Source: an optimization exercise on an open RTL-to-GDS flow (aim: small area). Production flows keep margins and buffers that such runs may drop. In this exercise RTL edits were held to simulation tests only and were not proved equivalent to the original. Power and IR drop assume default switching activity.

## the previous run
==> flow/design.v <==
package register_file_pkg;
  localparam int unsigned REG_DATA_WIDTH = 32;
  localparam int unsigned REG_ADDR_WIDTH = 5;
  typedef logic [REG_ADDR_WIDTH-1:0] reg_addr_t;
  typedef logic [REG_DATA_WIDTH-1:0] reg_data_t;
  localparam reg_addr_t REG_ZERO = 5'd0;
endpackage
module register_file_wmux (
  input  logic en,
  input  logic en_n,
  input  logic d,
  input  logic q,
  output logic y
);
  assign y = (en & d) | (en_n & q);
endmodule
module register_file_aoi222 (
  input  logic s0, d0,
  input  logic s1, d1,
  input  logic s2, d2,
  output logic y_n
);
  assign y_n = !((s0 & d0) | (s1 & d1) | (s2 & d2));
endmodule
module register_file_read_bit (
  input  logic [31:1] sel,
  input  logic [31:1] d,
  output logic        y
);
  logic [10:0] t_n;
  for (genvar k = 0; k < 10; k++) begin : g_aoi
    register_file_aoi222 u_aoi (
      .s0 (sel[3*k+1]), .d0 (d[3*k+1]),
      .s1 (sel[3*k+2]), .d1 (d[3*k+2]),
      .s2 (sel[3*k+3]), .d2 (d[3*k+3]),
      .y_n (t_n[k])
    );
  end
  assign t_n[10] = !(sel[31] & d[31]);
  assign y = !(&t_n);
endmodule
module register_file_predecode (
  input  logic [4:0] addr,
  output logic [3:0] hi_n,
  output logic [7:0] lo_n
);
  for (genvar j = 0; j < 4; j++) begin : g_hi
    assign hi_n[j] = (addr[4:3] != 2'(j));
  end
  for (genvar j = 0; j < 8; j++) begin : g_lo
    assign lo_n[j] = (addr[2:0] != 3'(j));
  end
endmodule
module register_file_decode (
  input  logic [3:0]  hi_n,
  input  logic [7:0]  lo_n,
  output logic [31:1] sel
);
  for (genvar i = 1; i < 32; i++) begin : g_sel
    assign sel[i] = !(hi_n[i/8] | lo_n[i%8]);
  end
endmodule
module register_file_read_port
#(
  parameter int unsigned DATA_WIDTH = register_file_pkg::REG_DATA_WIDTH,
  parameter int unsigned ADDR_WIDTH = register_file_pkg::REG_ADDR_WIDTH
) (
  input  logic [(2**ADDR_WIDTH)-1:0][DATA_WIDTH-1:0] regs,
  input  logic [ADDR_WIDTH-1:0]                      addr,
  output logic [DATA_WIDTH-1:0]                      data
);
  localparam int unsigned DEPTH = 2**ADDR_WIDTH;
  logic [3:0]       hi_n;
  logic [7:0]       lo_n;
  logic [DEPTH-1:1] sel;
  register_file_predecode u_pre (.addr (addr), .hi_n (hi_n), .lo_n (lo_n));
  register_file_decode u_dec (.hi_n (hi_n), .lo_n (lo_n), .sel (sel));
  for (genvar b = 0; b < DATA_WIDTH; b++) begin : g_bit
    logic [DEPTH-1:1] col;
    for (genvar i = 1; i < DEPTH; i++) begin : g_col
      assign col[i] = regs[i][b];
    end
    register_file_read_bit u_bit (
      .sel (sel),
      .d   (col),
      .y   (data[b])
    );
  end
endmodule
module register_file
#(
  parameter int unsigned DATA_WIDTH = register_file_pkg::REG_DATA_WIDTH,
  parameter int unsigned ADDR_WIDTH = register_file_pkg::REG_ADDR_WIDTH
) (
  input  logic                  clock,
  input  logic                  reset_n,
  input  logic [ADDR_WIDTH-1:0] address_s1,
  input  logic [ADDR_WIDTH-1:0] address_s2,
  input  logic [ADDR_WIDTH-1:0] address_d,
  input  logic [DATA_WIDTH-1:0] data_dval,
  input  logic                  write_enable,
  output logic [DATA_WIDTH-1:0] data_s1val,
  output logic [DATA_WIDTH-1:0] data_s2val
);
  localparam int unsigned DEPTH = 2**ADDR_WIDTH;
  logic [DEPTH-1:0][DATA_WIDTH-1:0] regs_view;
  logic [DATA_WIDTH-1:0]            wdata;
  assign regs_view[0] = '0;
  assign wdata        = data_dval & {DATA_WIDTH{reset_n}};
  for (genvar g = 1; g < DEPTH; g++) begin : g_reg
    logic [DATA_WIDTH-1:0] q;
    logic [DATA_WIDTH-1:0] d;
    logic                  en;
    logic                  en_n;
    assign en   = !reset_n || (write_enable && (address_d == ADDR_WIDTH'(g)));
    assign en_n = !en;
    for (genvar b = 0; b < DATA_WIDTH; b++) begin : g_bit
      register_file_wmux u_wmux (
        .en   (en),
        .en_n (en_n),
        .d    (wdata[b]),
        .q    (q[b]),
        .y    (d[b])
      );
    end
    always_ff @(posedge clock) begin
      q <= d;
    end
    assign regs_view[g] = q;
  end
  register_file_read_port #(
    .DATA_WIDTH (DATA_WIDTH),
    .ADDR_WIDTH (ADDR_WIDTH)
  ) u_port_s1 (
    .regs (regs_view),
    .addr (address_s1),
    .data (data_s1val)
  );
  register_file_read_port #(
    .DATA_WIDTH (DATA_WIDTH),
    .ADDR_WIDTH (ADDR_WIDTH)
  ) u_port_s2 (
    .regs (regs_view),
    .addr (address_s2),
    .data (data_s2val)
  );
endmodule
clock: 6.0 ns
lec_check: 0
cap_margin: 20
core_margin: 2
core_utilization: 58
cts_cluster_diameter: 80
cts_cluster_size: 30
setup_slack_margin: 0.05
slew_margin: 20
synth_hierarchical: 1
standard.sh (not shown) runs the stock make flow with config.mk's settings and CLKGATE_MAP_FILE= SYNTH_SCRIPT=/design/flow/synth_recipe.tcl, a recipe that flattens the netlist after the stock synthesis.
==> flow/flow/run.sh <==
#!/bin/bash
# The standard ORFS layout (standard.sh), with these changes:
#  - ports are buffered with plain sky130_fd_sc_hd__buf_1 cells instead of the
#    delay cell buffer_ports picks by default;
#  - CTS does not add dummy loads to balance the tree.
set -euo pipefail
export BUFFER_PORTS_ARGS="-buffer_cell sky130_fd_sc_hd__buf_1"
export CTS_ARGS="-sink_clustering_enable -repair_clock_nets -dont_use_dummy_load -sink_clustering_size 30 -sink_clustering_max_diameter 80"
bash standard.sh > standard.log 2>&1
The previous run: all stages complete, timing, DRC and antenna checks passed
### the previous run -> the current run
--- a/flow/design.v
+++ b/flow/design.v
@@ -6,13 +6,13 @@
   localparam reg_addr_t REG_ZERO = 5'd0;
 endpackage
 module register_file_wmux (
-  input  logic en,
-  input  logic en_n,
+  input  logic load,
+  input  logic hold,
   input  logic d,
   input  logic q,
   output logic y
 );
-  assign y = (en & d) | (en_n & q);
+  assign y = (load & d) | (hold & q);
 endmodule
 module register_file_aoi222 (
   input  logic s0, d0,
@@ -104,21 +104,21 @@
 );
   localparam int unsigned DEPTH = 2**ADDR_WIDTH;
   logic [DEPTH-1:0][DATA_WIDTH-1:0] regs_view;
-  logic [DATA_WIDTH-1:0]            wdata;
   assign regs_view[0] = '0;
-  assign wdata        = data_dval & {DATA_WIDTH{reset_n}};
   for (genvar g = 1; g < DEPTH; g++) begin : g_reg
     logic [DATA_WIDTH-1:0] q;
     logic [DATA_WIDTH-1:0] d;
-    logic                  en;
-    logic                  en_n;
-    assign en   = !reset_n || (write_enable && (address_d == ADDR_WIDTH'(g)));
-    assign en_n = !en;
+    logic                  wsel;
+    logic                  load;
+    logic                  hold;
+    assign wsel = write_enable && (address_d == ADDR_WIDTH'(g));
+    assign load = reset_n && wsel;
+    assign hold = reset_n && !wsel;
     for (genvar b = 0; b < DATA_WIDTH; b++) begin : g_bit
       register_file_wmux u_wmux (
-        .en   (en),
-        .en_n (en_n),
-        .d    (wdata[b]),
+        .load (load),
+        .hold (hold),
+        .d    (data_dval[b]),
         .q    (q[b]),
         .y    (d[b])
       );
Results
- On maximum frequency, the previous run beats the current run.
- The current run has less setup slack than the previous run.
- Between the current run and the previous run, the area after synthesis does not differ in any meaningful way.
- Die footprint essentially unchanged between the previous run and the current run.
- Re proportion of cell area occupied by registers: the current run is 0.18 points up on the previous run.
- data_s1val[3] as the last element of the critical path was reported by the current run, and data_s2val[1] by the previous run.
- The previous run ended up with address_s2[0] as its launching instance or port of the critical path; the current run ended up with address_s1[2].
- The current run vs. the previous run: total wirelength of the detailed-routed design went up by 3.0%.
- Relative to the previous run, relative contribution of the clock network to total power has gone up in the current run.
- Diff the current run..the previous run | share of the core filled with cells in the final layout | negligible

what the ideal ports hide:
No port has a modelled driver above. Below, the same layouts with a new extraction and two added sets of constraints.
Step 1: set_driving_cell puts a clkbuf_16 on clock and a buf_2 on each other input, an assumption about the parent block.
Step 2 adds t to the input delays and takes it off the output delays; t is the mean of the earliest and latest rising clock arrival at the registers after step 1. Input paths then give back, and output paths get back, about the clock's delay inside the block.
Three values: ideal, step 1, step 2; two values: the first two.
run	shift t [ns]	setup slack, ns	worst setup path at the end
the previous run	0.712	0.652 / 0.602 / 0.602	input to output
the current run	0.696	0.361 / 0.315 / 0.315	input to output
After both steps setup and hold are still met in every run listed. The setup slack of the previous run, which loses most, moves by -0.050 ns with the drivers and by -0.050 ns with both steps.
